Background: an optimization exercise with open tools, aiming at small area. Do not read the settings as production practice. RTL that was checked went through simulation tests only; none was proved equivalent to the original. Only the layout flow was run in runs 2 to 6; the RTL was not checked for function there.

==> flow/design.v <==
`default_nettype none
package skfd_pkg;
    localparam int FIFO_DEPTH = 32;
    localparam int CNT_W      = $clog2(FIFO_DEPTH + 1);
    localparam int COUNT_W    = 6;
    localparam logic [7:0] SC_EXT       = 8'hE0;
    localparam logic [7:0] SC_LSHIFT    = 8'h2A;
    localparam logic [7:0] SC_RSHIFT    = 8'h36;
    localparam logic [7:0] SC_LSHIFT_BR = 8'hAA;
    localparam logic [7:0] SC_RSHIFT_BR = 8'hB6;
    localparam logic [7:0] SC_CAPS      = 8'h3A;
    localparam logic [7:0] SC_TAB       = 8'h0F;
    localparam logic [7:0] SC_UP        = 8'h48;
    localparam logic [7:0] SC_DOWN      = 8'h50;
    localparam logic [7:0] SC_LEFT      = 8'h4B;
    localparam logic [7:0] SC_RIGHT     = 8'h4D;
    localparam logic [7:0] TOK_UP    = 8'hF1;
    localparam logic [7:0] TOK_DOWN  = 8'hF2;
    localparam logic [7:0] TOK_LEFT  = 8'hF3;
    localparam logic [7:0] TOK_RIGHT = 8'hF4;
    typedef enum logic [1:0] {
        MODE_SCAN     = 2'd0,
        MODE_POP      = 2'd1,
        MODE_CLEAR    = 2'd2,
        MODE_FLAG_CLR = 2'd3
    } mode_t;
    typedef struct packed {
        mode_t      mode;
        logic [7:0] scan_byte;
        logic       snapshot_enable;
    } cmd_t;
    typedef struct packed {
        logic               key_valid;
        logic [7:0]         key_char;
        logic [7:0]         key_scan;
        logic               key_pressed;
        logic [COUNT_W-1:0] fifo_count;
        logic               snapshot_saved;
        logic               snapshot_request;
    } evt_t;
    typedef struct packed {
        logic [7:0] ch;
        logic [7:0] scan;
        logic       pressed;
    } entry_t;
    localparam int ENTRY_W = 17;    
    typedef struct packed {
        logic   push;
        entry_t entry;
        logic   snap_req;
        logic   saved;
    } dec_t;
    typedef struct packed {
        logic shift;
        logic load;
    } cell_ctrl_t;
    function automatic logic [7:0] lower_char(input logic [6:0] code);
        logic [7:0] ch;
        case (code)
            7'h01: ch = 8'h1B;
            7'h02: ch = 8'h31;
            7'h03: ch = 8'h32;
            7'h04: ch = 8'h33;
            7'h05: ch = 8'h34;
            7'h06: ch = 8'h35;
            7'h07: ch = 8'h36;
            7'h08: ch = 8'h37;
            7'h09: ch = 8'h38;
            7'h0A: ch = 8'h39;
            7'h0B: ch = 8'h30;
            7'h0C: ch = 8'h2D;
            7'h0D: ch = 8'h3D;
            7'h0E: ch = 8'h08;
            7'h0F: ch = 8'h09;
            7'h10: ch = 8'h71;
            7'h11: ch = 8'h77;
            7'h12: ch = 8'h65;
            7'h13: ch = 8'h72;
            7'h14: ch = 8'h74;
            7'h15: ch = 8'h79;
            7'h16: ch = 8'h75;
            7'h17: ch = 8'h69;
            7'h18: ch = 8'h6F;
            7'h19: ch = 8'h70;
            7'h1A: ch = 8'h5B;
            7'h1B: ch = 8'h5D;
            7'h1C: ch = 8'h0A;
            7'h1E: ch = 8'h61;
            7'h1F: ch = 8'h73;
            7'h20: ch = 8'h64;
            7'h21: ch = 8'h66;
            7'h22: ch = 8'h67;
            7'h23: ch = 8'h68;
            7'h24: ch = 8'h6A;
            7'h25: ch = 8'h6B;
            7'h26: ch = 8'h6C;
            7'h27: ch = 8'h3B;
            7'h28: ch = 8'h27;
            7'h29: ch = 8'h60;
            7'h2B: ch = 8'h5C;
            7'h2C: ch = 8'h7A;
            7'h2D: ch = 8'h78;
            7'h2E: ch = 8'h63;
            7'h2F: ch = 8'h76;
            7'h30: ch = 8'h62;
            7'h31: ch = 8'h6E;
            7'h32: ch = 8'h6D;
            7'h33: ch = 8'h2C;
            7'h34: ch = 8'h2E;
            7'h35: ch = 8'h2F;
            7'h37: ch = 8'h2A;
            7'h39: ch = 8'h20;
            default: ch = 8'h00;
        endcase
        lower_char = ch;
    endfunction
    function automatic logic [7:0] upper_char(input logic [6:0] code);
        logic [7:0] ch;
        case (code)
            7'h01: ch = 8'h1B;
            7'h0E: ch = 8'h08;
            7'h0F: ch = 8'h09;
            7'h10: ch = 8'h51;
            7'h11: ch = 8'h57;
            7'h12: ch = 8'h45;
            7'h13: ch = 8'h52;
            7'h14: ch = 8'h54;
            7'h15: ch = 8'h59;
            7'h16: ch = 8'h55;
            7'h17: ch = 8'h49;
            7'h18: ch = 8'h4F;
            7'h19: ch = 8'h50;
            7'h1C: ch = 8'h0A;
            7'h1E: ch = 8'h41;
            7'h1F: ch = 8'h53;
            7'h20: ch = 8'h44;
            7'h21: ch = 8'h46;
            7'h22: ch = 8'h47;
            7'h23: ch = 8'h48;
            7'h24: ch = 8'h4A;
            7'h25: ch = 8'h4B;
            7'h26: ch = 8'h4C;
            7'h2C: ch = 8'h5A;
            7'h2D: ch = 8'h58;
            7'h2E: ch = 8'h43;
            7'h2F: ch = 8'h56;
            7'h30: ch = 8'h42;
            7'h31: ch = 8'h4E;
            7'h32: ch = 8'h4D;
            7'h39: ch = 8'h20;
            default: ch = 8'h00;
        endcase
        upper_char = ch;
    endfunction
    localparam logic [6:0] OP_NONE  = 7'h00;
    localparam logic [6:0] OP_POP   = 7'h7C;
    localparam logic [6:0] OP_CLEAR = 7'h7D;
    localparam logic [6:0] OP_SNAP  = 7'h7E;
    localparam logic [6:0] OP_FCLR  = 7'h7F;
    localparam logic [6:0] KC_UP    = 7'h48;
    localparam logic [6:0] KC_DOWN  = 7'h40;
    localparam logic [6:0] KC_LEFT  = 7'h4B;
    localparam logic [6:0] KC_RIGHT = 7'h4D;
    function automatic logic [7:0] code_char(input logic [6:0] c);
        logic [7:0] ch;
        if (!c[6])
            ch = lower_char(c);
        else
        begin
            case (c)
                KC_UP:    ch = TOK_UP;
                KC_DOWN:  ch = TOK_DOWN;
                KC_LEFT:  ch = TOK_LEFT;
                KC_RIGHT: ch = TOK_RIGHT;
                default:  ch = upper_char({1'b0, c[5:0]});
            endcase
        end
        code_char = ch;
    endfunction
    function automatic logic [7:0] code_scan(input logic [6:0] c);
        logic [7:0] sc;
        if (!c[6])
            sc = {1'b0, c};
        else
        begin
            case (c)
                KC_UP:    sc = SC_UP;
                KC_DOWN:  sc = SC_DOWN;
                KC_LEFT:  sc = SC_LEFT;
                KC_RIGHT: sc = SC_RIGHT;
                default:  sc = {2'b00, c[5:0]};
            endcase
        end
        code_scan = sc;
    endfunction
endpackage
`default_nettype wire
`default_nettype none
module scancode_key_decoder_fifo_top (
    input  wire logic            clk,
    input  wire logic            rst_n,
    input  wire logic            cmd_valid,
    output logic                 cmd_stall,
    input  wire logic [10:0]     cmd_in,
    output logic                 evt_valid,
    input  wire logic            evt_stall,
    output logic [25:0]          evt_out
);
    localparam int DEPTH = skfd_pkg::FIFO_DEPTH;
    logic [1:0] mode;
    logic [7:0] b;
    logic       en;
    assign mode = cmd_in[10:9];
    assign b    = cmd_in[8:1];
    assign en   = cmd_in[0];
    logic       prefix_reg, shift_reg, caps_reg, saved_reg;
    logic [5:0] count_reg;
    logic       out_valid_reg, skid_valid_reg;
    logic       out_pop_reg, out_req_reg;
    logic [6:0] skid_op;
    logic [6:0] q [DEPTH];
    logic accept, take, exec;
    assign cmd_stall = skid_valid_reg;
    assign accept    = cmd_valid && !skid_valid_reg;
    assign take      = out_valid_reg && !evt_stall;
    assign exec      = skid_valid_reg ? take : (accept && (take || !out_valid_reg));
    logic [6:0] fresh_op;
    logic       prefix_next, shift_next, caps_next;
    logic [7:0] lo, up;
    assign lo = skfd_pkg::lower_char(b[6:0]);
    assign up = skfd_pkg::upper_char(b[6:0]);
    always_comb
    begin
        prefix_next = prefix_reg;
        shift_next  = shift_reg;
        caps_next   = caps_reg;
        fresh_op    = skfd_pkg::OP_NONE;
        case (mode)
            skfd_pkg::MODE_SCAN:
            begin
                if (b == skfd_pkg::SC_EXT)
                    prefix_next = 1'b1;
                else if (prefix_reg)
                begin
                    prefix_next = 1'b0;
                    case (b)
                        skfd_pkg::SC_UP:    fresh_op = skfd_pkg::KC_UP;
                        skfd_pkg::SC_DOWN:  fresh_op = skfd_pkg::KC_DOWN;
                        skfd_pkg::SC_LEFT:  fresh_op = skfd_pkg::KC_LEFT;
                        skfd_pkg::SC_RIGHT: fresh_op = skfd_pkg::KC_RIGHT;
                        default:            fresh_op = skfd_pkg::OP_NONE;
                    endcase
                end
                else if (b == skfd_pkg::SC_LSHIFT || b == skfd_pkg::SC_RSHIFT)
                    shift_next = 1'b1;
                else if (b == skfd_pkg::SC_LSHIFT_BR || b == skfd_pkg::SC_RSHIFT_BR)
                    shift_next = 1'b0;
                else if (b == skfd_pkg::SC_CAPS)
                    caps_next = !caps_reg;
                else if (b == skfd_pkg::SC_TAB && shift_reg && en)
                    fresh_op = skfd_pkg::OP_SNAP;
                else if (!b[7])
                begin
                    if (caps_reg ? (up != 8'h00) : (lo != 8'h00))
                        fresh_op = (caps_reg && up[6]) ? {1'b1, b[5:0]} : b[6:0];
                end
            end
            skfd_pkg::MODE_POP:   fresh_op = skfd_pkg::OP_POP;
            skfd_pkg::MODE_CLEAR: fresh_op = skfd_pkg::OP_CLEAR;
            default:              fresh_op = skfd_pkg::OP_FCLR;
        endcase
    end
    always_ff @(posedge clk or negedge rst_n)
    begin
        if (!rst_n)
        begin
            prefix_reg <= 1'b0;
            shift_reg  <= 1'b0;
            caps_reg   <= 1'b0;
        end
        else if (accept)
        begin
            prefix_reg <= prefix_next;
            shift_reg  <= shift_next;
            caps_reg   <= caps_next;
        end
    end
    logic [6:0] op;
    logic       is_key, is_pop, is_clr, is_snap, is_fclr;
    logic       full, nonempty, push;
    assign op       = skid_valid_reg ? skid_op : fresh_op;
    assign is_key   = (op != skfd_pkg::OP_NONE) && (op[6:2] != 5'b11111);
    assign is_pop   = (op == skfd_pkg::OP_POP);
    assign is_clr   = (op == skfd_pkg::OP_CLEAR);
    assign is_snap  = (op == skfd_pkg::OP_SNAP);
    assign is_fclr  = (op == skfd_pkg::OP_FCLR);
    assign full     = count_reg[5];
    assign nonempty = (count_reg != 6'd0);
    assign push     = exec && is_key;
    always_ff @(posedge clk or negedge rst_n)
    begin
        if (!rst_n)
        begin
            count_reg <= '0;
            saved_reg <= 1'b0;
        end
        else if (exec)
        begin
            if (is_key && !full)
                count_reg <= count_reg + 6'd1;
            else if (is_pop && nonempty)
                count_reg <= count_reg - 6'd1;
            else if (is_clr)
                count_reg <= '0;
            if (is_snap)
                saved_reg <= 1'b1;
            else if (is_fclr)
                saved_reg <= 1'b0;
        end
    end
    always_ff @(posedge clk)
    begin
        if (push)
        begin
            q[0] <= op;
            for (int i = 1; i < DEPTH; i++)
                q[i] <= q[i-1];
        end
    end
    always_ff @(posedge clk or negedge rst_n)
    begin
        if (!rst_n)
        begin
            out_valid_reg  <= 1'b0;
            skid_valid_reg <= 1'b0;
        end
        else
        begin
            if (take || !out_valid_reg)
                out_valid_reg <= skid_valid_reg || accept;
            if (take)
                skid_valid_reg <= 1'b0;
            else if (out_valid_reg && accept)
                skid_valid_reg <= 1'b1;
        end
    end
    always_ff @(posedge clk)
    begin
        if (!skid_valid_reg)
            skid_op <= fresh_op;
        if (exec)
        begin
            out_pop_reg <= is_pop && nonempty;
            out_req_reg <= is_snap;
        end
    end
    logic [6:0] shown;
    logic [7:0] key_char, key_scan;
    assign shown    = q[count_reg[4:0]];
    assign key_char = out_pop_reg ? skfd_pkg::code_char(shown) : 8'h00;
    assign key_scan = out_pop_reg ? skfd_pkg::code_scan(shown) : 8'h00;
    assign evt_valid = out_valid_reg;
    assign evt_out   = {out_pop_reg, key_char, key_scan, out_pop_reg,
                        count_reg, saved_reg, out_req_reg};
endmodule
`default_nettype wire
==> flow/run.sh <==
#!/bin/bash
# synth_recipe.tcl (not shown) runs the flow's synth.tcl, then flattens the netlist and writes it again
# the make line also repeats each setting of config.mk as NAME=value (left out here)
make -C /OpenROAD-flow-scripts/flow DESIGN_CONFIG=/design/flow/config.mk WORK_HOME=/design/flow/orfs CLKGATE_MAP_FILE= SYNTH_SCRIPT=/design/flow/synth_recipe.tcl finish
==> flow/config.mk <==
export PLATFORM = sky130hd
export DESIGN_NAME = scancode_key_decoder_fifo_top
export DESIGN_NICKNAME = scancode_key_decoder_fifo_top
export VERILOG_FILES = /design/flow/design.v
export SDC_FILE = /design/flow/constraint.sdc
export NUM_CORES = 4
export LEC_CHECK = 0
export CAP_MARGIN = 20
export CORE_MARGIN = 2
export CORE_UTILIZATION = 40
export SLEW_MARGIN = 20
==> flow/constraint.sdc <==
create_clock -name core_clock -period 4.0 [get_ports {clk}]
set_input_delay 0.8000 -clock core_clock [delete_from_list [all_inputs] [get_ports {clk}]]
set_output_delay 0.8000 -clock core_clock [all_outputs]
set_load 0.01 [all_outputs]
==> results of run 1 <==
[cells in the final DEF, fill, tap and decap left out, types with 11 or more instances in the layout]
cell,instances
buf_4,309
edfxtp_1,226
a21oi_1,58
nand2_1,53
o21ai_0,42
nor2_1,34
buf_6,32
a22oi_1,30
clkbuf_16,26
clkdlybuf4s50_1,26
mux2i_1,25
nand3_1,24
inv_1,22
ha_1,21
buf_12,19
nand3b_1,18
nor2b_1,17
and3_1,16
nand2b_1,15
ha_4,15
o21ai_1,13
nor3_1,12
a21oi_2,12
and2_1,11
nand4_1,11
buf_2,11
[synth_stat cells (all sizes together) (18+ instances only)]
master,number,share of area [%]
edfxtp,226,51
a21oi,71,2.7
buf,65,3.6
nand2,59,1.7
o21ai,58,2.2
nor2,46,1.5
ha,37,3.5
a22oi,32,1.8
inv,32,0.93
mux2i,30,2.4
nand3,27,1.0
clkbuf,21,0.59
nor2b,20,0.95
nand3b,19,1.1
and3,18,0.84
[path summary, 6_finish.rpt]
kind	from	endpoint	slack [ps]	depth (start not counted)
min in group asynchronous	rst_n	count_reg[0]	690	1
max in group asynchronous	rst_n	count_reg[2]	2800	1
max	count_reg[1]	evt_out[20]	-1160	16
min reg2reg	q[24][6]	q[25][6]	430	0
max reg2reg	skid_valid_reg	count_reg[5]	1000	11
min	q[24][6]	q[25][6]	430	0
[per-stage QoR]
stage | TNS (ps) | utilization (%) | std cells | hold WS [ps] | area, sq um
floorplan | -545460 | - | 1106 | 417 | 13800
global placement | -78630 | 50.2 | 1826 | 423 | 16700
detailed placement | -83260 | 50.2 | 1826 | 427 | 16700
CTS | -11710 | 54.5 | 1907 | 434 | 18100
global route | -13710 | 55.1 | 1915 | 449 | 18300
finish | -12340 | 55.1 | 1915 | 432 | 18300
[routing by layer]
layer	wire, microns	track usage (%)	up-vias	part of all wire [%]
li1	-	-	5051	-
met4	1430	7.60	0	3.4
met3	2520	3.40	100	6.1
met1	17800	31.0	5573	43
met2	19800	39.0	454	48
met5	0	0	-	0
[kinds of logic after synthesis]
| group | Yosys count | share of synthesized area [%] |
|---|---|---|
| other | 1 | 0.0280 |
| buffers and inverters | 120 | 5.18 |
| multiplexers | 47 | 4.00 |
| AND/OR/NAND/NOR | 301 | 13.3 |
| flip-flops | 245 | 53.9 |
| XOR/XNOR | 3 | 0.196 |
| adder cells (fa/ha/maj) | 37 | 3.45 |
| AO/OA/AOI/OAI | 352 | 19.9 |
[layout make-up]
cell class,instances,area share [%]
Tap cell,448,3.06
Clock inverter,12,0.846
Inverter,34,0.914
Timing Repair Buffer,401,18.8
Clock buffer,34,3.77
Sequential cell,245,39.4
Multi-Input combinational cell,741,33.2
[what timing repair did]
item	in CTS	in global routing
pin swaps	43	34
hold endpoints to repair	0	0
endpoints found under the setup margin	15	16
gates cloned	1	0
setup buffers	35	11
resized for setup	147	34
==> results_dict.tcl, run 1 <==
set metrics [dict create \
    coreArea_sq_mm 0.0333 \
    largest_reg_flops 224 \
    wire_per_inst_microns 21.7 \
    async_flop_share_pct 4.90 \
    crit_path_start_kind "register" \
    cts_htree_levels 1 \
    port_buffers 41 \
    ys.flop_type "edfxtp_1" \
    grtUsageTotal_pct 23.2 \
    grt_pass1_wl_microns 64500 \
    crit_path_cell_trace "ha_4 > and3_4 > ha_4 > a222oi_1 > o311a_1 > nand4_1 > mux2i_4 > buf_6 > buf_6 > ha_4 > a22o_1 > nor2_1 > a211o_1 > or4_4 > o211ai_2 > buf_2" \
    so.violations "setup timing" \
    hpwl_microns 30500 \
    fin_crit_ps 5160 \
    ioPinCount 43 \
    setup_slack_ps -1160 \
    clk_latency_ps 540 \
    maxCapViolCount 0 \
    required_ps 3200 \
    clockRootBuffer "clkbuf_16" \
    die_w_microns 187 \
    cts_hold_buf 0 \
    max_stage_delay_ps 540 \
    numCtsBuffers 26 \
    fill_cells 2840 \
    die-area_sq_mm 0.0350 \
    syn_area_per_cell_sq_um 12.1 \
    synth_edf_count 226 \
    diodes 0 \
    vias 11178 \
    multi_input_area_sq_mm 0.00608 \
    hold_viol 0 \
    wl_microns 41600 \
    die_h_microns 187 \
    path_common_cell "ha_4" \
    hold_path_class "reg -> reg" \
    drv_slew 0 \
    path_clk_slew_ps 60 \
    syn_to_final_growth_pct 36.8 \
    pre_cts_slack_ps -1040 \
    setup_viol 15 \
    slowest_stage "or4_4" \
    gp_congestion 0.959 \
    grt_max_degree 23 \
    crit_buf_inv 3 \
    cts_tree "yes" \
    drtIter0Drc 1061 \
    worst-path-max-fanout 5 \
    drc 0 \
    slew_headroom_pct 29.7 \
    setup.worst_path.end_class "output pin" \
    synth-seq-area-share_pct 53.9 \
    worstMarginPinSlew_ps 1040 \
    ant_nets 0 \
    finClkSkew_ps 25.1 \
    timing.fmax_ghz 0.194 \
    syn-cell-area_sq_mm 0.0134 \
    synth_cells 1106 \
    start_util_pct 40.3 \
    worstSetupPathType "reg -> out" \
    viasPerCell 5.84 \
    yosysWarningCount 2 \
    synth_cell_type_count 120 \
    regArea_sq_mm 0.00723 \
    drive_gt1_share_pct 39.1 \
    rows 67 \
    ys_ff_latch 245 \
    crit_family "simple AND/OR/NAND/NOR gates" \
    nNetsFinal 1501 \
    worstPathArrival_ps 4360 \
    grt_pass1_vias 11289 \
    rsz0062_at_grt "yes" \
    antenna_found_initial 0 \
    post-route-period-util_pct 129 \
    status "complete, but fails checks" \
    cts_sinks 245 \
    cts_max_path_buffers 3 \
    grt.overflow.total 0 \
    first_pass_iters 5 \
    synth_nets 1158 \
]
==> run 2: changes to the inputs <==
--- a/flow/design.v
+++ b/flow/design.v
@@ -217,6 +217,7 @@
     logic [5:0] count_reg;
     logic       out_valid_reg, skid_valid_reg;
     logic       out_pop_reg, out_req_reg;
+    logic [6:0] out_key;
     logic [6:0] skid_op;
     logic [6:0] q [DEPTH];
     logic accept, take, exec;
@@ -344,21 +345,22 @@
                 skid_valid_reg <= 1'b1;
         end
     end
+    logic [6:0] head;
+    assign head = q[count_reg[4:0] - 5'd1];
     always_ff @(posedge clk)
     begin
         if (!skid_valid_reg)
             skid_op <= fresh_op;
-        if (exec)
+        if (take || !out_valid_reg)
         begin
             out_pop_reg <= is_pop && nonempty;
             out_req_reg <= is_snap;
+            out_key     <= head;
         end
     end
-    logic [6:0] shown;
     logic [7:0] key_char, key_scan;
-    assign shown    = q[count_reg[4:0]];
-    assign key_char = out_pop_reg ? skfd_pkg::code_char(shown) : 8'h00;
-    assign key_scan = out_pop_reg ? skfd_pkg::code_scan(shown) : 8'h00;
+    assign key_char = out_pop_reg ? skfd_pkg::code_char(out_key) : 8'h00;
+    assign key_scan = out_pop_reg ? skfd_pkg::code_scan(out_key) : 8'h00;
     assign evt_valid = out_valid_reg;
     assign evt_out   = {out_pop_reg, key_char, key_scan, out_pop_reg,
                         count_reg, saved_reg, out_req_reg};
--- a/flow/config.mk
+++ b/flow/config.mk
@@ -5,6 +5,7 @@
 export SDC_FILE = /design/flow/constraint.sdc
 export NUM_CORES = 4
 export LEC_CHECK = 0
+export ABC_AREA = 1
 export CAP_MARGIN = 20
 export CORE_MARGIN = 2
 export CORE_UTILIZATION = 40
==> run 2 against run 1 <==
The run now finishes clean. Sequential share of layout area grew 7.6 points. Flip-flop and latch count grew 21. Non-clock buffer count shrank 215. Critical path depth shrank 6. Wire length shrank 15%. Worst setup slack gained 1400 ps. Utilization shrank 4.8 points.
==> results_dict.tcl, run 2 <==
set metrics [dict create \
    regMostFlops "q" \
    syn_to_final_growth_pct 23.1 \
    port_buffers 41 \
    cts_hold_buf 0 \
    syn-cell-area_sq_mm 0.0133 \
    grt_pass1_vias 10353 \
    async_flop_share_pct 4.51 \
    synth-simple-area-share_pct 29.1 \
    synth.most_common_cell "nand2_1" \
    coreArea_sq_mm 0.0326 \
    ioPinCount 43 \
    cts_sinks 266 \
    die_h_microns 186 \
    synth_fa_ha_area_share_pct 3.20 \
    grt.overflow.total 0 \
    vias 10518 \
    wl_microns 35400 \
    mostFrequentLayoutCells "511 x nand2_1, 233 x edfxtp_1, 130 x buf_4" \
    final_common_cell "nand2_1" \
    post-route-util_pct 50.2 \
    antenna_found_initial 0 \
    setup_tns_ps 0 \
    cts_tree "yes" \
    first_pass_iters 7 \
    cts_max_path_buffers 3 \
    grt_pass1_wl_microns 56400 \
    synth_top_family_by_area "simple AND/OR/NAND/NOR gates" \
    path_clk_slew_ps 60 \
    drc 0 \
    worstSetupPathType "reg -> out" \
    diodes 0 \
    ys.flop_type "edfxtp_1" \
    grt_util_met3_pct 2.28 \
    ant_nets 0 \
    hold_path.startpoint "q[14][2]" \
    placed_cell_area_sq_mm 0.0153 \
    slew_headroom_pct 52.9 \
    max_stage_delay_ps 600 \
    hold_viol 0 \
    dp_cells 2015 \
    fin_crit_ps 3770 \
    synth.area.top_cells "edfxtp_1 53%, nand2_1 15%, nand3_1 4.4%" \
    synthTopCellsByCount "516 x nand2_1, 233 x edfxtp_1, 116 x nand3_1" \
    die-area_sq_mm 0.0347 \
    maxCapViolCount 0 \
    drtIter0Drc 770 \
    post-route-period-util_pct 94.3 \
    die_w_microns 186 \
    fill_cells 3026 \
    setup.worst_path.end_class "output pin" \
    viasPerCell 5.06 \
    crit_path_start_kind "register" \
    ff2ff_setup_slack_ps 340 \
    nNetsFinal 1662 \
    clockRootBuffer "clkbuf_16" \
    synth-seq-area-share_pct 58.0 \
    status "complete, no violations" \
    grtUsageTotal_pct 20.1 \
    clk_latency_ps 560 \
    syn_area_per_cell_sq_um 9.33 \
    start_util_pct 40.8 \
    largest_reg_flops 224 \
    holdPathEnd "q[15][2]" \
    synth_nets 1476 \
    drv_slew 0 \
    rows 66 \
    synth_edf_count 233 \
    netlist.top_cell.by_area "edfxtp_1" \
    worstMarginPinSlew_ps 700 \
    fin_cells 2078 \
    holdPathStages 0 \
    synth_cell_type_count 50 \
    hpwl_microns 25900 \
    wire_per_inst_microns 17.0 \
    cts_htree_levels 1 \
    crit_path_cell_trace "inv_1 > nor3_1 > inv_1 > nor4_2 > a41oi_2 > nand2_1 > nor2_2 > nand3_1 > a21oi_1 > clkdlybuf4s50_1" \
    path_common_cell "inv_1" \
    slowest_stage "clkdlybuf4s50_1" \
    rr_worst_depth 25 \
    timing.fmax_ghz 0.265 \
    synthMuxAreaShare_pct 0 \
    met2_usage_pct 34.0 \
    rr_startpoint "count_reg[1]" \
    yosys.area_share.xor_xnor_pct 0.536 \
    worstPathArrival_ps 2970 \
    fin_area_sq_mm 0.0164 \
    drive_gt1_share_pct 17.5 \
    yosysWarningCount 2 \
    numCtsBuffers 29 \
    required_ps 3200 \
    finClkSkew_ps 14.6 \
    hold_path_class "reg -> reg" \
    grt_max_degree 34 \
    ys_ff_latch 266 \
    met1_usage_pct 27.9 \
    synth_cells 1427 \
    gp_congestion 0.903 \
    netlist.area_leader.share_pct 52.6 \
    worst-path-max-fanout 7 \
    grt.busiest_layer "met2" \
    synth_compound_area_share_pct 4.00 \
    setup_viol 0 \
]
## run 2: cell count changes after synthesis, sizes merged, moves of 18 or more
cell	previous run	this run
nand2	59	533
inv	32	123
o21ai	58	38
nor2b	20	0
clkbuf	21	3
nand3	27	119
mux2i	30	0
nor2	46	119
nand4	11	48
buf	65	28
a21oi	71	29
a22oi	32	1
## run 2: worst max path at each step
| stage | depth (start not counted) | end | startpoint | slack, ps |
|---|---|---|---|---|
| floorplan | 22 | q[0][0] | cmd_in[2] | -2300 |
| global placement | 23 | q[25][6] | cmd_in[2] | -240 |
| detailed placement | 26 | q[23][4] | cmd_in[2] | -260 |
| CTS | 7 | evt_out[21] | out_key[6] | 60 |
| global route | 26 | register | count_reg[1] | -20 |
| finish | 10 | evt_out[20] | out_key[6] | 230 |
## run 2: through the flow
step	hold slack, ps	setup slack, ps
2_1_floorplan	426	-2300
3_3_place_gp	429	-238
3_5_place_dp	433	-261
4_1_cts	444	58.5
5_1_grt	451	-21.3
6_report	441	226
## run 2: repair_timing
| item | CTS | global route |
|---|---|---|
| endpoints found under the setup margin | 3 | 153 |
| resized for setup | 3 | 21 |
| buffers inserted | 0 | 7 |
| pin swaps | 0 | 3 |
| endpoints found under the hold margin | 0 | 0 |
| cloned | 0 | 2 |
## run 2: critical path: cells and delay by family, from the launching register on
family                 cells  cell delay [ps]
AO/OA/AOI/OAI              2              410
buffers and inverters      3              930
flip-flops                 1              420
AND/OR/NAND/NOR            5              650
## run 2: area by class of cell
| type | instances | area (sq um) | share of cell area (%) |
|---|---|---|---|
| clock inverter | 16 | 100 | 0.611 |
| clock buffer | 38 | 791 | 4.82 |
| inverter | 124 | 477 | 2.91 |
| sequential | 266 | 7720 | 47.1 |
| timing repair buffer | 186 | 1710 | 10.4 |
| multi-input combinational | 1006 | 5040 | 30.8 |
| tap | 442 | 553 | 3.37 |
## run 2: per-layer routing
metal	vias up	part of all wire [%]
met1	4984	45
met3	41	5.0
met2	306	48
li1	5187	-
met4	0	2.1
met5	-	0
## run 2: cell families after synthesis
group / Yosys count
and+or+nand+nor: 874
DFF: 266
adders and majority gates: 34
other: 1
AOI/OAI and AO/OA: 91
xor gates and xnor gates: 6
buffers and inverters: 155
==> run 3: changes to the inputs <==
--- a/flow/config.mk
+++ b/flow/config.mk
@@ -5,7 +5,6 @@
 export SDC_FILE = /design/flow/constraint.sdc
 export NUM_CORES = 4
 export LEC_CHECK = 0
-export ABC_AREA = 1
 export CAP_MARGIN = 20
 export CORE_MARGIN = 2
 export CORE_UTILIZATION = 40
==> run 3 against run 2 <==
The layout now fails its checks (setup timing). Cell count down 4.6%. Critical path depth up 10.
==> results_dict.tcl, run 3 <==
set metrics [dict create \
    start_util_pct 40.5 \
    first_pass_iters 6 \
    synth_cells 1215 \
    wl_microns 42100 \
    yosysWarningCount 2 \
    wl_met3_microns 2610 \
    timing.fmax_ghz 0.246 \
    ioPinCount 43 \
    syn-cell-area_sq_mm 0.0139 \
    gp_congestion 0.902 \
    rows 68 \
    cts_tree "yes" \
    ant_nets 0 \
    regMostFlops "q" \
    clockRootBuffer "clkbuf_16" \
    dp_cells 1904 \
    ff2ff_setup_slack_ps -60 \
    synth_nets 1264 \
    required_ps 4450 \
    wire_per_inst_microns 21.2 \
    fin_cells 1982 \
    worstMarginPinSlew_ps 735 \
    crit_path_start_kind "register" \
    rsz0062_at_grt "yes" \
    port_buffers 41 \
    synth-seq-area-share_pct 55.3 \
    final_common_cell "buf_4" \
    synth_edf_count 233 \
    multi_input_area_sq_mm 0.00623 \
    grt_pass1_wl_microns 64800 \
    numCtsBuffers 29 \
    vias 11581 \
    post-route-period-util_pct 102 \
    cts_htree_levels 1 \
    coreArea_sq_mm 0.0345 \
    drc 0 \
    hold_viol 0 \
    fill_cells 2963 \
    setup_viol 7 \
    diodes 0 \
    grt.overflow.total 0 \
    cp_num_cells 20 \
    cts_max_path_buffers 3 \
    met1_length_microns 18500 \
    hold_path_class "reg -> reg" \
    fin_area_sq_mm 0.0189 \
    wl_met2_microns 20000 \
    netlist.area_leader.share_pct 50.2 \
    async_flop_share_pct 4.51 \
    syn_to_final_growth_pct 35.4 \
    setup_slack_ps -64.6 \
    slowest_stage "or3_4" \
    die_h_microns 191 \
    path_clk_slew_ps 60 \
    fin_crit_ps 4060 \
    mostFrequentLayoutCells "266 x buf_4, 233 x edfxtp_1, 89 x nand2_1" \
    syn_area_per_cell_sq_um 11.5 \
    slew_headroom_pct 50.7 \
    ys.flop_type "edfxtp_1" \
    grtUsageTotal_pct 22.7 \
    ys_ff_latch 266 \
    path_common_cell "buf_6" \
    viasPerCell 5.84 \
    grt_pass1_vias 11314 \
    antenna_found_initial 0 \
    cts_sinks 266 \
    placed_cell_area_sq_mm 0.0170 \
    synth_cell_type_count 104 \
    worstPathArrival_ps 4520 \
    grt_max_degree 65 \
    synth.area.top_cells "edfxtp_1 50%, ha_1 3.1%, dfxtp_1 3.0%" \
    crit_buf_inv 7 \
    setup.worst_path.end_class "register" \
    status "complete, but fails checks" \
    die-area_sq_mm 0.0364 \
    drtIter0Drc 1150 \
    so.violations "setup timing" \
    drive_gt1_share_pct 33.5 \
    clk_latency_ps 570 \
    synthTopCellsByCount "233 x edfxtp_1, 93 x nand2_1, 77 x nor2_1" \
    holdPathStages 0 \
    top_layer "met4" \
    hold_slack_ps 430 \
    nNetsFinal 1554 \
    finClkSkew_ps 14.7 \
    worstSetupPathType "reg -> reg" \
    hpwl_microns 29300 \
    rr_worst_depth 20 \
    die_w_microns 191 \
    netlist.top_cell.by_area "edfxtp_1" \
    largest_reg_flops 224 \
    drv_slew 0 \
    crit_family "compound AO/OA/AOI/OAI gates" \
    cts_hold_buf 0 \
    synth.most_common_cell "edfxtp_1" \
    max_stage_delay_ps 480 \
    regArea_sq_mm 0.00772 \
    worst-path-max-fanout 8 \
    maxCapViolCount 0 \
    crit_path_cell_trace "inv_6 > ha_4 > nor3b_4 > buf_6 > xnor2_4 > buf_6 > a21oi_4 > a211o_1 > or3_4 > nand4_1 > a22oi_2 > buf_6 > inv_4 > buf_4 > ha_4 > nor2_1 > a2111o_1 > a21oi_2 > a211oi_2 > buf_4" \
]
[run 3: cell count changes after synthesis, sizes merged, moves of 20 or more]
cell / before / now
a22oi: 1 / 21
nor2: 119 / 79
inv: 123 / 38
nand3: 119 / 53
a21oi: 29 / 59
mux2i: 0 / 28
nand2: 533 / 93
nand4: 48 / 8
buf: 28 / 52
clkbuf: 3 / 44
[run 3: cell families (layout without fill, tap and decap cells)]
kind of cell    count (synthesis)  count (layout)  share of synthesized area [%]
compound gates                362             362                           19.4
simple gates                  362             362                           13.2
flops                         266             266                           55.3
buf+inv                       137             449                           4.76
mux                            44              44                           3.54
fa+ha+maj                      34              34                           3.05
xor+xnor                        9               9                          0.619
other cells                     1               1                         0.0269
[run 3: metrics by stage]
step / setup WS (ps) / utilization, % / TNS [ps]
2_1_floorplan: -2600 / - / -582150
3_3_place_gp: -657 / 49.4 / -139630
3_5_place_dp: -707 / 49.4 / -141900
4_1_cts: -76.4 / 54.2 / -311
5_1_grt: -209 / 54.8 / -1840
6_report: -64.6 / 54.8 / -348
[run 3: routing by layer]
| metal | up-vias | GRT usage, % |
|---|---|---|
| met5 | - | 0 |
| met4 | 0 | 5.93 |
| met3 | 72 | 2.28 |
| met2 | 485 | 37.7 |
| met1 | 5708 | 31.7 |
| li1 | 5316 | - |
[run 3: what timing repair did]
| action | 4_1_cts | 5_1_grt |
|---|---|---|
| setup buffers | 26 | 2 |
| endpoints found under the setup margin | 197 | 244 |
| pin swaps | 46 | 23 |
| gates cloned | 1 | 0 |
| resized for setup | 95 | 47 |
[run 3: path summary, 6_finish.rpt]
| path | start | endpoint |
|---|---|---|
| worst min-delay path | q[27][3] | q[28][3] |
| min in group asynchronous | rst_n | shift_reg |
| worst max register to register | count_reg[1] | register |
| max in group asynchronous | rst_n | count_reg[0] |
| worst max-delay path | count_reg[1] | register |
| worst min register to register | q[27][3] | q[28][3] |
[run 3: area by class of cell]
cell class                 count  area share [%]
inverter                      41           0.974
clock inverter                22            1.56
multi-input combinational    812            33.0
clock buffer                  31            3.88
timing repair buffer         355            16.7
sequential                   266            40.9
tap                          455            3.02
==> run 4: changes to the inputs <==
--- a/flow/design.v
+++ b/flow/design.v
@@ -153,44 +153,38 @@
         upper_char = ch;
     endfunction
     localparam logic [6:0] OP_NONE  = 7'h00;
-    localparam logic [6:0] OP_POP   = 7'h7C;
-    localparam logic [6:0] OP_CLEAR = 7'h7D;
-    localparam logic [6:0] OP_SNAP  = 7'h7E;
-    localparam logic [6:0] OP_FCLR  = 7'h7F;
-    localparam logic [6:0] KC_UP    = 7'h48;
-    localparam logic [6:0] KC_DOWN  = 7'h40;
-    localparam logic [6:0] KC_LEFT  = 7'h4B;
-    localparam logic [6:0] KC_RIGHT = 7'h4D;
+    localparam logic [6:0] OP_POP   = 7'h3C;
+    localparam logic [6:0] OP_CLEAR = 7'h3D;
+    localparam logic [6:0] OP_SNAP  = 7'h3E;
+    localparam logic [6:0] OP_FCLR  = 7'h3F;
+    localparam logic [6:0] KC_UP    = 7'h7C;
+    localparam logic [6:0] KC_DOWN  = 7'h7D;
+    localparam logic [6:0] KC_LEFT  = 7'h7E;
+    localparam logic [6:0] KC_RIGHT = 7'h7F;
+    function automatic logic is_key_code(input logic [6:0] c);
+        is_key_code = (c != OP_NONE) && (c[6] || c[5:2] != 4'b1111);
+    endfunction
     function automatic logic [7:0] code_char(input logic [6:0] c);
         logic [7:0] ch;
-        if (!c[6])
-            ch = lower_char(c);
+        if (c[6] && c[5:2] == 4'b1111)
+            ch = {6'b111100, c[1:0]} + 8'd1;
         else
         begin
-            case (c)
-                KC_UP:    ch = TOK_UP;
-                KC_DOWN:  ch = TOK_DOWN;
-                KC_LEFT:  ch = TOK_LEFT;
-                KC_RIGHT: ch = TOK_RIGHT;
-                default:  ch = upper_char({1'b0, c[5:0]});
-            endcase
+            ch = lower_char({1'b0, c[5:0]});
+            if (c[6])
+                ch[5] = 1'b0;
         end
         code_char = ch;
     endfunction
     function automatic logic [7:0] code_scan(input logic [6:0] c);
         logic [7:0] sc;
-        if (!c[6])
-            sc = {1'b0, c};
-        else
-        begin
-            case (c)
-                KC_UP:    sc = SC_UP;
-                KC_DOWN:  sc = SC_DOWN;
-                KC_LEFT:  sc = SC_LEFT;
-                KC_RIGHT: sc = SC_RIGHT;
-                default:  sc = {2'b00, c[5:0]};
-            endcase
-        end
+        case (c)
+            KC_UP:    sc = SC_UP;
+            KC_DOWN:  sc = SC_DOWN;
+            KC_LEFT:  sc = SC_LEFT;
+            KC_RIGHT: sc = SC_RIGHT;
+            default:  sc = {2'b00, c[5:0]};
+        endcase
         code_scan = sc;
     endfunction
 endpackage
@@ -263,7 +257,7 @@
                 else if (!b[7])
                 begin
                     if (caps_reg ? (up != 8'h00) : (lo != 8'h00))
-                        fresh_op = (caps_reg && up[6]) ? {1'b1, b[5:0]} : b[6:0];
+                        fresh_op = {caps_reg && up[6], b[5:0]};
                 end
             end
             skfd_pkg::MODE_POP:   fresh_op = skfd_pkg::OP_POP;
@@ -290,7 +284,7 @@
     logic       is_key, is_pop, is_clr, is_snap, is_fclr;
     logic       full, nonempty, push;
     assign op       = skid_valid_reg ? skid_op : fresh_op;
-    assign is_key   = (op != skfd_pkg::OP_NONE) && (op[6:2] != 5'b11111);
+    assign is_key   = skfd_pkg::is_key_code(op);
     assign is_pop   = (op == skfd_pkg::OP_POP);
     assign is_clr   = (op == skfd_pkg::OP_CLEAR);
     assign is_snap  = (op == skfd_pkg::OP_SNAP);
@@ -345,8 +339,13 @@
                 skid_valid_reg <= 1'b1;
         end
     end
+    logic [6:0] qr [DEPTH];
     logic [6:0] head;
-    assign head = q[count_reg[4:0] - 5'd1];
+    for (genvar j = 0; j < DEPTH; j++)
+    begin : g_qr
+        assign qr[j] = q[(j + DEPTH - 1) % DEPTH];
+    end
+    assign head = qr[count_reg[4:0]];
     always_ff @(posedge clk)
     begin
         if (!skid_valid_reg)
--- a/flow/config.mk
+++ b/flow/config.mk
@@ -5,6 +5,7 @@
 export SDC_FILE = /design/flow/constraint.sdc
 export NUM_CORES = 4
 export LEC_CHECK = 0
+export ABC_AREA = 1
 export CAP_MARGIN = 20
 export CORE_MARGIN = 2
 export CORE_UTILIZATION = 40
==> run 4 against run 3 <==
The run now finishes clean. Via count down 17%. Die area down 9.2%. Non-clock buffer count down 205. Worst setup slack better by 410 ps.
==> results_dict.tcl, run 4 <==
set metrics [dict create \
    status "complete, no violations" \
    grt_max_degree 29 \
    post-route-util_pct 48.6 \
    fill_cells 2871 \
    setup_slack_ps 347 \
    post-route-period-util_pct 91.3 \
    drc 0 \
    placed_cell_area_sq_mm 0.0143 \
    syn_area_per_cell_sq_um 10.2 \
    worstSetupPathType "reg -> reg" \
    syn-cell-area_sq_mm 0.0126 \
    slowest_stage "nor3_2" \
    synth.most_common_cell "nand2_1" \
    drv_slew 0 \
    worstPathArrival_ps 4080 \
    cts_tree "yes" \
    first_pass_iters 5 \
    coreArea_sq_mm 0.0313 \
    synth.area.top_cells "edfxtp_1 55%, nand2_1 10%, ha_1 3.7%" \
    setup.worst_path.end_class "register" \
    mostFrequentLayoutCells "332 x nand2_1, 233 x edfxtp_1, 108 x inv_1" \
    worstMarginPinSlew_ps 699 \
    pre_cts_slack_ps -199 \
    vias 9579 \
    final_common_cell "nand2_1" \
    crit_buf_inv 4 \
    cts_sinks 259 \
    slew_headroom_pct 53.2 \
    setup_tns_ps 0 \
    hold_viol 0 \
    numCtsBuffers 28 \
    clockRootBuffer "clkbuf_16" \
    wire_per_inst_microns 18.2 \
    synth_edf_count 233 \
    die_w_microns 182 \
    rows 65 \
    port_buffers 41 \
    grt_pass1_vias 9514 \
    timing.fmax_ghz 0.274 \
    diodes 0 \
    ys_ff_latch 259 \
    ioPinCount 43 \
    synth_cells 1237 \
    synth_nets 1289 \
    synth-seq-area-share_pct 60.0 \
    cts_max_path_buffers 3 \
    fin_area_sq_mm 0.0152 \
    viasPerCell 5.29 \
    grt.overflow.total 0 \
    netlist.top_cell.by_area "edfxtp_1" \
    max_stage_delay_ps 480 \
    die-area_sq_mm 0.0330 \
    regMostFlops "q" \
    clk_latency_ps 560 \
    start_util_pct 40.3 \
    die_h_microns 182 \
    crit_path_start_kind "register" \
    syn_to_final_growth_pct 20.6 \
    required_ps 4430 \
    synthTopCellsByCount "338 x nand2_1, 233 x edfxtp_1, 110 x inv_1" \
    antenna_found_initial 0 \
    largest_reg_flops 224 \
    nNetsFinal 1439 \
    hpwl_microns 24100 \
    fin_crit_ps 3650 \
    cts_hold_buf 0 \
    path_clk_slew_ps 60 \
    drtIter0Drc 738 \
    wl_microns 33000 \
    cts_htree_levels 1 \
    grt_pass1_wl_microns 51900 \
    netlist.area_leader.share_pct 55.4 \
    worst-path-max-fanout 8 \
    crit_family "simple AND/OR/NAND/NOR gates" \
    synth_cell_type_count 55 \
    cts_setup_buffers 0 \
    gp_congestion 0.933 \
    drive_gt1_share_pct 16.8 \
    setup_viol 0 \
    cts_resized 0 \
    grtUsageTotal_pct 20.0 \
    hold_slack_ps 429 \
    async_flop_share_pct 4.63 \
    ys.flop_type "edfxtp_1" \
    crit_path_cell_trace "inv_1 > ha_1 > inv_1 > nor3_2 > nor2_1 > nand3_1 > nor3_2 > nand2_4 > inv_2 > nand2_1 > nand3_1 > nand2_1 > o21ai_0 > buf_4 > ha_1 > or2_1 > o211ai_2 > o21ai_1 > o21ai_1 > nand4_1" \
    yosysWarningCount 3 \
    maxCapViolCount 0 \
    finClkSkew_ps 19.1 \
    ant_nets 0 \
    hold_path_class "reg -> reg" \
]
run 4: cell types whose count changed in the layout (fill, tap and decap cells not counted), moves of 16 or more:
cell	previous run	this run
nand2_1	89	332
buf_4	266	97
inv_1	28	108
nand3_1	50	79
nand4_1	8	35
nor2_1	71	97
mux2i_1	25	0
buf_6	24	0
a21oi_1	53	34
nand2b_1	18	0
a211oi_1	17	1
and2_1	16	0
nor2_2	2	18
run 4: worst paths after layout:
| kind | startpoint | end | slack, ps | cells past startpoint |
|---|---|---|---|---|
| worst max-delay path | count_reg[0] | register | 350 | 20 |
| worst min-delay path | q[5][2] | q[6][2] | 430 | 0 |
| worst max register to register | count_reg[0] | register | 350 | 20 |
| worst min register to register | q[5][2] | q[6][2] | 430 | 0 |
| max in group asynchronous | rst_n | count_reg[0] | 3010 | 1 |
| min in group asynchronous | rst_n | count_reg[3] | 600 | 1 |
run 4: cell type report:
type / count / area, sq um / area share, %
Tap cell: 402 / 503 / 3.30
Multi-Input combinational cell: 817 / 4400 / 28.9
Timing Repair Buffer: 150 / 1380 / 9.05
Sequential cell: 259 / 7580 / 49.8
Clock buffer: 37 / 734 / 4.82
Inverter: 131 / 504 / 3.31
Clock inverter: 15 / 128 / 0.838
run 4: stage by stage:
step,cells
finish,1811
global route,1811
CTS,1811
detailed placement,1759
global placement,1759
floorplan,1237
run 4: logic make-up (layout without fill, tap and decap cells):
logic type                 after synthesis  in the layout  share of synthesized area, %
xor gates and xnor gates                 4              4                         0.277
adders and majority gates               37             37                          3.67
and+or+nand+nor                        614            614                          21.7
other                                    1              1                        0.0297
AOI/OAI and AO/OA                      161            161                          8.63
buffers and inverters                  161            333                          5.67
DFF                                    259            259                          60.0
run 4: routing by layer:
metal / GRT usage (%) / share of wire, % / up-vias
met2: 33.5 / 47 / 286
li1: - / - / 4603
met1: 26.7 / 44 / 4633
met3: 3.11 / 5.8 / 57
met4: 6.18 / 2.5 / 0
met5: 0 / 0 / -
==> run 5: changes to the inputs <==
--- a/flow/config.mk
+++ b/flow/config.mk
@@ -9,4 +9,5 @@
 export CAP_MARGIN = 20
 export CORE_MARGIN = 2
 export CORE_UTILIZATION = 40
+export GPL_TIMING_DRIVEN = 0
 export SLEW_MARGIN = 20
==> run 5 against run 4 <==
Register-to-register slack worse by 90 ps. Wire length about the same. First-iteration DRC count increased by 18%. Highest routed layer unchanged. Global-route usage up 0.083 points. Largest cell class unchanged. Flip-flop and latch count is the same.
==> results_dict.tcl, run 5 <==
set metrics [dict create \
    setup_viol 0 \
    numCtsBuffers 27 \
    first_pass_iters 5 \
    cts_tree "yes" \
    required_ps 4430 \
    ant_nets 0 \
    status "complete, no violations" \
    worst-path-max-fanout 10 \
    grt_pass1_wl_microns 52300 \
    crit_path_cell_trace "inv_1 > ha_2 > inv_1 > nor2_4 > clkbuf_4 > a32o_1 > a221oi_2 > nand4_1 > nor2_4 > nand3_1 > nand2_1 > o21ai_4 > buf_4 > ha_1 > or2_1 > o211ai_2 > o21ai_1 > o21ai_1 > nand4_1" \
    synth.most_common_cell "nand2_1" \
    synthTopCellsByCount "338 x nand2_1, 233 x edfxtp_1, 110 x inv_1" \
    fin_crit_ps 3740 \
    nNetsFinal 1385 \
    clockRootBuffer "clkbuf_16" \
    wl_microns 33000 \
    maxCapViolCount 0 \
    gp_congestion 0.921 \
    syn-cell-area_sq_mm 0.0126 \
    vias 9373 \
    start_util_pct 40.3 \
    regArea_sq_mm 0.00758 \
    regMostFlops "q" \
    largest_reg_flops 224 \
    hold_path_class "reg -> reg" \
    ff2ff_setup_slack_ps 260 \
    fill_cells 2807 \
    ys.flop_type "edfxtp_1" \
    synth.area.top_cells "edfxtp_1 55%, nand2_1 10%, ha_1 3.7%" \
    post-route-util_pct 48.0 \
    yosysWarningCount 3 \
    synth_nets 1289 \
    synth_cell_type_count 55 \
    diodes 0 \
    drive_gt1_share_pct 15.4 \
    synth_edf_count 233 \
    hold_viol 0 \
    post-route-period-util_pct 93.6 \
    crit_buf_inv 4 \
    die-area_sq_mm 0.0330 \
    setup.worst_path.end_class "register" \
    pre_cts_slack_ps -1640 \
    synth-seq-area-share_pct 60.0 \
    cts_max_path_buffers 3 \
    syn_area_per_cell_sq_um 10.2 \
    port_buffers 40 \
    viasPerCell 5.34 \
    cts_htree_levels 1 \
    slowest_stage "dfrtp_2" \
    grt_max_degree 29 \
    netlist.top_cell.by_area "edfxtp_1" \
    worstPathArrival_ps 4170 \
    path_clk_slew_ps 60 \
    multi_input_area_sq_mm 0.00448 \
    timing.fmax_ghz 0.267 \
    die_h_microns 182 \
    max_stage_delay_ps 420 \
    rows 65 \
    mostFrequentLayoutCells "332 x nand2_1, 233 x edfxtp_1, 102 x inv_1" \
    antenna_found_initial 0 \
    crit_family "simple AND/OR/NAND/NOR gates" \
    hpwl_microns 23000 \
    grt.overflow.total 0 \
    async_flop_share_pct 4.63 \
    slew_headroom_pct 28.2 \
    coreArea_sq_mm 0.0313 \
    crit_path_start_kind "register" \
    cts_hold_buf 0 \
    grtUsageTotal_pct 20.0 \
    drv_slew 0 \
    drtIter0Drc 869 \
    syn_to_final_growth_pct 18.9 \
    synth_cells 1237 \
    wire_per_inst_microns 18.8 \
    setup_slack_ps 257 \
    worstMarginPinSlew_ps 1080 \
    netlist.area_leader.share_pct 55.4 \
    ioPinCount 43 \
    finClkSkew_ps 12.2 \
    clk_latency_ps 550 \
    drc 0 \
    grt_pass1_vias 9204 \
    die_w_microns 182 \
    hold_slack_ps 446 \
    final_common_cell "nand2_1" \
    worstSetupPathType "reg -> reg" \
    ys_ff_latch 259 \
    setup_tns_ps 0 \
    cts_sinks 259 \
]
run 5: final timing paths:
path | start | depth (start not counted) | to
min in group asynchronous | rst_n | 1 | saved_reg
max | count_reg[0] | 19 | register
min reg2reg | q[6][1] | 0 | q[7][1]
max in group asynchronous | rst_n | 1 | count_reg[1]
max reg2reg | count_reg[0] | 19 | register
min | q[6][1] | 0 | q[7][1]
run 5: stage by stage:
step                cells  cell area [sq um]
global placement     1679              13600
finish               1756              15000
detailed placement   1688              13800
global route         1756              15000
CTS                  1752              14900
floorplan            1237              12700
run 5: layout make-up:
cell class	instances	share of cell area (%)
Multi-Input combinational cell	817	29.9
Tap cell	402	3.35
Sequential cell	259	50.5
Clock inverter	15	1.30
Inverter	131	3.41
Clock buffer	35	4.77
Buffer	28	1.44
Timing Repair Buffer	69	5.40
run 5: cells by family (layout without fill, tap and decap cells):
kind of cell	Yosys count	in the layout	synth area share, %
AO/OA/AOI/OAI	161	161	8.63
XOR/XNOR	4	4	0.277
adder cells (fa/ha/maj)	37	37	3.67
buffers and inverters	161	278	5.67
flip-flops	259	259	60.0
other	1	1	0.0297
AND/OR/NAND/NOR	614	614	21.7
run 5: per-layer routing:
metal	routed length (microns)	part of all wire (%)	global-route usage, %	up-vias
met4	835	2.5	6.18	0
met1	14600	44	27.4	4497
li1	-	-	-	4509
met2	15600	47	33.3	305
met3	1880	5.7	2.63	62
met5	0	0	0	-
run 5: repair_timing:
item                                   CTS  global route
setup endpoints to repair              240           208
gates cloned                             2             1
buffers inserted                        12             7
resized for setup                       19            36
endpoints found under the hold margin    0             0
pin swaps                                1             3
==> run 6: changes to the inputs <==
--- a/flow/config.mk
+++ b/flow/config.mk
@@ -8,6 +8,7 @@
 export ABC_AREA = 1
 export CAP_MARGIN = 20
 export CORE_MARGIN = 2
-export CORE_UTILIZATION = 40
+export CORE_UTILIZATION = 60
+export CTS_BUF_LIST = sky130_fd_sc_hd__clkbuf_4 sky130_fd_sc_hd__clkbuf_8
 export GPL_TIMING_DRIVEN = 0
 export SLEW_MARGIN = 20
==> run 6 against run 5 <==
Synthesized cell count did not move. Register-to-register slack worse by 90 ps. Clock-buffer cell count increased by 27. First-iteration DRC count up 32%. Still clean. Via count increased by 4.1%. Highest routed layer is now met5. Worst setup slack got worse by 87 ps. Synthesized area unchanged. Clock skew up 9.0 ps. Hold slack lost 16 ps. Flip-flop and latch count unchanged. Sequential share of layout area up 1.1 points.
==> results_dict.tcl, run 6 <==
set metrics [dict create \
    status "complete, no violations" \
    post-route-util_pct 70.6 \
    worstSetupPathType "reg -> reg" \
    worstMarginPinSlew_ps 1070 \
    syn_to_final_growth_pct 16.5 \
    vias 9756 \
    finClkSkew_ps 21.2 \
    crit_path_cell_trace "inv_1 > ha_1 > inv_1 > nor2_1 > nand2_1 > clkinvlp_4 > nor4_1 > nor3b_2 > nand2_4 > inv_2 > nand2_1 > nand3_1 > nand2_1 > o21ai_4 > inv_2 > ha_1 > inv_1 > nor2_1 > nand2_1 > o21ai_0 > nand2_1 > nand3_1 > nand3_1" \
    timing.fmax_ghz 0.261 \
    drive_gt1_share_pct 17.0 \
    antenna_found_initial 2 \
    synth_cell_type_count 55 \
    hpwl_microns 22200 \
    synth_edf_count 233 \
    rows 53 \
    die_h_microns 149 \
    path_common_cell "nand2_1" \
    synth_nets 1289 \
    drtIter0Drc 1143 \
    worst-path-max-fanout 7 \
    cts_htree_levels 2 \
    wl_microns 32200 \
    cts_tree "yes" \
    start_util_pct 60.6 \
    yosysWarningCount 3 \
    netlist.area_leader.share_pct 55.4 \
    drc 0 \
    placed_cell_area_sq_mm 0.0136 \
    cts_max_path_buffers 3 \
    ioPinCount 43 \
    viasPerCell 5.91 \
    grt_pass1_wl_microns 49600 \
    clockRootBuffer "clkbuf_8" \
    hold_viol 0 \
    fin_cells 1652 \
    maxCapViolCount 0 \
    grt_max_degree 31 \
    crit_path_start_kind "register" \
    synth-seq-area-share_pct 60.0 \
    grt.overflow.total 0 \
    gp_congestion 0.937 \
    final_common_cell "nand2_1" \
    slew_headroom_pct 28.6 \
    drv_slew 0 \
    slowest_stage "dfrtp_2" \
    grtUsageTotal_pct 29.1 \
    largest_reg_flops 224 \
    diodes 0 \
    hold_path_class "reg -> reg" \
    ant_nets 0 \
    die_w_microns 149 \
    max_stage_delay_ps 420 \
    grt_pass1_vias 9074 \
    fin_area_sq_mm 0.0147 \
    synth.most_common_cell "nand2_1" \
    wire_per_inst_microns 19.5 \
    post-route-period-util_pct 95.7 \
    mostFrequentLayoutCells "331 x nand2_1, 233 x edfxtp_1, 104 x inv_1" \
    regMostFlops "q" \
    ys_ff_latch 259 \
    setup_viol 0 \
    worstPathArrival_ps 4260 \
    die-area_sq_mm 0.0222 \
    syn_area_per_cell_sq_um 10.2 \
    synth.area.top_cells "edfxtp_1 55%, nand2_1 10%, ha_1 3.7%" \
    setup.worst_path.end_class "register" \
    syn-cell-area_sq_mm 0.0126 \
    ys.flop_type "edfxtp_1" \
    cts_sinks 259 \
    port_buffers 40 \
    synthTopCellsByCount "338 x nand2_1, 233 x edfxtp_1, 110 x inv_1" \
    numCtsBuffers 43 \
    path_clk_slew_ps 60 \
    clk_latency_ps 560 \
    synth_cells 1237 \
    required_ps 4430 \
    coreArea_sq_mm 0.0208 \
    fin_crit_ps 3830 \
    netlist.top_cell.by_area "edfxtp_1" \
    first_pass_iters 5 \
    async_flop_share_pct 4.63 \
    dp_cells 1560 \
    cts_hold_buf 0 \
    nNetsFinal 1397 \
]
## run 6: critical path, delay by kind of cell, from the launching register on
kind | cells | cell delay, ps
buffers and inverters | 6 | 650
AOI/OAI and AO/OA | 2 | 270
and+or+nand+nor | 13 | 1760
DFF | 1 | 420
adders and majority gates | 2 | 610
## run 6: metrics by stage
step                      TNS (ps)  worst slack, ps  hold slack [ps]
after global placement    -1154430            -5090              427
after CTS                        0             13.1              434
final                            0              170              430
after detailed placement   -290890            -1490              432
after global routing          -173            -69.6              437
after floorplan            -508530            -2270              422
## run 6: cell families (layout without fill, tap and decap cells)
kind of cell / after synthesis / in the layout / share of synthesized area [%]
simple gates: 614 / 614 / 21.7
flops: 259 / 259 / 60.0
compound gates: 161 / 161 / 8.63
buf+inv: 161 / 301 / 5.67
fa+ha+maj: 37 / 37 / 3.67
xor+xnor: 4 / 4 / 0.277
other cells: 1 / 1 / 0.0297
## run 6: final timing paths
kind,end,cells after the start,slack (ps),start
worst max-delay path,register,23,170,count_reg[1]
worst min-delay path,q[6][3],0,430,q[5][3]
worst max register to register,register,23,170,count_reg[1]
worst min register to register,q[6][3],0,430,q[5][3]
max in group asynchronous,count_reg[0],1,2890,rst_n
min in group asynchronous,count_reg[2],1,630,rst_n
## run 6: per-layer routing
layer | part of all wire [%] | GRT usage (%) | vias to the layer above
li1 | - | - | 4549
met1 | 42 | 42.5 | 4638
met2 | 46 | 46.0 | 502
met3 | 9.4 | 4.77 | 63
met4 | 2.2 | 7.95 | 4
met5 | 0.072 | 0 | -
## run 6: final cells by class
| type | instances | area (sq um) |
|---|---|---|
| well taps | 275 | 344 |
| multi-input cells | 817 | 4480 |
| plain buffers | 28 | 216 |
| clock inverters | 15 | 90.1 |
| flip-flops and latches | 259 | 7580 |
| inverters | 131 | 514 |
| fillers | 1587 | 6110 |
| clock buffers | 62 | 753 |
| repair buffers | 65 | 733 |
## run 6: repair_timing
item,CTS,global route
endpoints found under the setup margin,240,214
hold endpoints to repair,0,0
setup buffers,9,7
pin swaps,2,1
cloned,1,1
resized for setup,14,36
==> run 7: changes to the inputs <==
--- a/flow/design.v
+++ b/flow/design.v
@@ -210,7 +210,7 @@
     logic       prefix_reg, shift_reg, caps_reg, saved_reg;
     logic [5:0] count_reg;
     logic       out_valid_reg, skid_valid_reg;
-    logic       out_pop_reg, out_req_reg;
+    logic       out_req_reg;
     logic [6:0] out_key;
     logic [6:0] skid_op;
     logic [6:0] q [DEPTH];
@@ -352,16 +352,17 @@
             skid_op <= fresh_op;
         if (take || !out_valid_reg)
         begin
-            out_pop_reg <= is_pop && nonempty;
             out_req_reg <= is_snap;
-            out_key     <= head;
+            out_key     <= (is_pop && nonempty) ? head : skfd_pkg::OP_NONE;
         end
     end
     logic [7:0] key_char, key_scan;
-    assign key_char = out_pop_reg ? skfd_pkg::code_char(out_key) : 8'h00;
-    assign key_scan = out_pop_reg ? skfd_pkg::code_scan(out_key) : 8'h00;
+    assign key_char = skfd_pkg::code_char(out_key);
+    assign key_scan = skfd_pkg::code_scan(out_key);
     assign evt_valid = out_valid_reg;
-    assign evt_out   = {out_pop_reg, key_char, key_scan, out_pop_reg,
+    logic key_valid;
+    assign key_valid = (out_key != skfd_pkg::OP_NONE);
+    assign evt_out   = {key_valid, key_char, key_scan, key_valid,
                         count_reg, saved_reg, out_req_reg};
 endmodule
 `default_nettype wire
==> run 7 against run 6 <==
Still clean on timing, DRC and antenna. Wire length shrank 3.3%. Critical path depth down 1. Cell count increased by 0.67%. Worst setup slack worse by 24 ps. First-iteration DRC count fell by 13%. Hold slack worse by 5.4 ps. Via count up 0.10%. Critical path type unchanged. Largest cell class unchanged.
==> results_dict.tcl, run 7 <==
set metrics [dict create \
    cts_htree_levels 2 \
    setup.worst_path.end_class "register" \
    synth_cell_type_count 53 \
    required_ps 4480 \
    syn_area_per_cell_sq_um 10.1 \
    viasPerCell 5.87 \
    finClkSkew_ps 37.5 \
    timing.fmax_ghz 0.259 \
    wl_microns 31100 \
    grtUsageTotal_pct 28.4 \
    grt_pass1_wl_microns 48700 \
    largest_reg_flops 224 \
    fin_cells 1663 \
    grt.overflow.total 0 \
    drc 0 \
    clk_latency_ps 540 \
    setup_viol 0 \
    worstMarginPinSlew_ps 962 \
    syn-cell-area_sq_mm 0.0124 \
    max_stage_delay_ps 490 \
    fin_crit_ps 3850 \
    final_common_cell "nand2_1" \
    numCtsBuffers 41 \
    worstSetupPathType "reg -> reg" \
    dp_cells 1557 \
    die-area_sq_mm 0.0219 \
    slew_headroom_pct 35.9 \
    hpwl_microns 21800 \
    setup_tns_ps 0 \
    die_h_microns 148 \
    cts_sinks 258 \
    synthTopCellsByCount "326 x nand2_1, 232 x edfxtp_1, 112 x nor2_1" \
    antenna_found_initial 0 \
    crit_path_cell_trace "inv_1 > ha_1 > inv_1 > nor2_2 > nand2_1 > inv_1 > nor4_2 > nand4_1 > clkbuf_8 > nor2_1 > a31oi_2 > nand3_2 > nand2_2 > nand2_4 > buf_4 > ha_2 > nand2_1 > a21oi_1 > nand2_1 > nand3_1 > nand2_1 > inv_1" \
    diodes 0 \
    synth-seq-area-share_pct 60.6 \
    path_clk_slew_ps 60 \
    ioPinCount 43 \
    ys_ff_latch 258 \
    hold_viol 0 \
    fin_area_sq_mm 0.0149 \
    syn_to_final_growth_pct 19.3 \
    synth_edf_count 232 \
    worst-path-max-fanout 10 \
    post-route-period-util_pct 96.4 \
    async_flop_share_pct 4.65 \
    wire_per_inst_microns 18.7 \
    vias 9766 \
    cts_hold_buf 0 \
    drv_slew 0 \
    hold_path_class "reg -> reg" \
    regMostFlops "q" \
    grt_max_degree 19 \
    coreArea_sq_mm 0.0203 \
    die_w_microns 148 \
    maxCapViolCount 0 \
    placed_cell_area_sq_mm 0.0135 \
    grt_pass1_vias 9093 \
    rsz0062_at_grt "yes" \
    crit_buf_inv 6 \
    synth.area.top_cells "edfxtp_1 56%, nand2_1 9.8%, nand3_1 3.8%" \
    rows 52 \
    clockRootBuffer "clkbuf_8" \
    cts_max_path_buffers 3 \
    drtIter0Drc 998 \
    first_pass_iters 6 \
    synth_nets 1281 \
    ant_nets 0 \
    fill_cells 1439 \
    synth.most_common_cell "nand2_1" \
    status "complete, no violations" \
    ys.flop_type "edfxtp_1" \
    start_util_pct 61.3 \
    cts_tree "yes" \
    slowest_stage "dfrtp_1" \
    worstPathArrival_ps 4340 \
    crit_family "simple AND/OR/NAND/NOR gates" \
    port_buffers 39 \
    drive_gt1_share_pct 17.4 \
    netlist.top_cell.by_area "edfxtp_1" \
    gp_congestion 0.936 \
    nNetsFinal 1412 \
    netlist.area_leader.share_pct 56.0 \
    yosysWarningCount 3 \
    synth_cells 1234 \
    mostFrequentLayoutCells "315 x nand2_1, 232 x edfxtp_1, 102 x nor2_1, 102 x inv_1, 90 x nand3_1" \
    crit_path_start_kind "register" \
]
==> run 7: cell families after synthesis <==
logic type                 count (synthesis)  share of synthesized area, %
and+or+nand+nor                          625                          21.6
other                                      1                        0.0301
DFF                                      258                          60.6
adders and majority gates                 32                          3.22
buffers and inverters                    154                          5.25
xor gates and xnor gates                   4                         0.281
AOI/OAI and AO/OA                        160                          8.99
==> run 7: final timing paths <==
path,start,endpoint,slack (ps),cells past startpoint
min in group asynchronous,rst_n,shift_reg,640,1
min reg2reg,q[18][6],q[19][6],420,0
max in group asynchronous,rst_n,count_reg[4],2910,1
max reg2reg,count_reg[1],register,150,22
min,q[18][6],q[19][6],420,0
max,count_reg[1],register,150,22
==> run 7: through the flow <==
step / hold slack [ps] / util [%] / setup WS (ps)
2_1_floorplan: 422 / - / -4410
3_3_place_gp: 428 / 65.2 / -7830
3_5_place_dp: 432 / 66.4 / -2160
4_1_cts: 430 / 71.2 / -12.5
5_1_grt: 451 / 73.2 / -53.6
6_report: 424 / 73.2 / 146
==> run 7: timing repair <==
item,in CTS,in global routing
resized for setup,36,71
gates cloned,0,1
buffers inserted,15,24
endpoints found under the setup margin,246,158
pin swaps,7,13
==> run 7: layer usage <==
metal	global-route usage, %	wire length, microns
met5	0	0
met4	8.57	849
met3	4.60	2520
met2	43.8	14200
met1	41.9	13600
==> run 7: area by class of cell <==
type / instances / area (sq um) / area share (%)
flip-flops and latches: 258 / 7550 / 50.8
multi-input cells: 822 / 4530 / 30.5
repair buffers: 91 / 946 / 6.37
clock buffers: 54 / 674 / 4.54
inverters: 121 / 473 / 3.18
well taps: 270 / 338 / 2.27
plain buffers: 30 / 235 / 1.58
clock inverters: 17 / 111 / 0.750

[re-timing with driven ports]
Ports are ideal in the flow. The routed layouts listed here were re-timed in OpenROAD. Step 1 (the two cells are an assumption about what drives the block):
set clk [get_ports {clk}]
set_driving_cell -lib_cell sky130_fd_sc_hd__clkbuf_16 $clk
set_driving_cell -lib_cell sky130_fd_sc_hd__buf_2 [delete_from_list [all_inputs] $clk]
Step 2 also shifts input and output timing later by t, the mid clock arrival at the registers, as if the neighbouring blocks saw the same clock. a / b / c = ideal ports / drivers / drivers and shift; a / b = the first two.
run | t (ns) | slack for setup (ns) | worst hold slack (ns) | clock arrival spread, ns | worst data-port slew with drivers (ns)
run 1 | 0.579 | -1.162 / -1.211 / -0.631 | 0.432 / 0.432 / 0.432 | 0.025 / 0.025 | 0.03
run 2 | 0.602 | 0.226 / 0.176 / -0.260 | 0.441 / 0.441 / 0.441 | 0.014 / 0.014 | 0.04
run 3 | 0.604 | -0.065 / -0.065 / -0.482 | 0.430 / 0.430 / 0.430 | 0.019 / 0.018 | 0.03
run 4 | 0.596 | 0.347 / 0.347 / -0.219 | 0.429 / 0.429 / 0.429 | 0.022 / 0.022 | 0.03
run 5 | 0.594 | 0.257 / 0.257 / -0.250 | 0.446 / 0.446 / 0.446 | 0.012 / 0.012 | 0.04
run 6 | 0.595 | 0.170 / 0.170 / -0.380 | 0.430 / 0.430 / 0.430 | 0.022 / 0.022 | 0.03
run 7 | 0.568 | 0.146 / 0.146 / -0.393 | 0.424 / 0.424 / 0.424 | 0.037 / 0.038 | 0.07
With both steps, setup timing fails in 5 of these runs, where it was met with ideal ports. The setup slack of run 4, which loses most, moves by 0.000 ns with the drivers and by -0.566 ns with both steps.
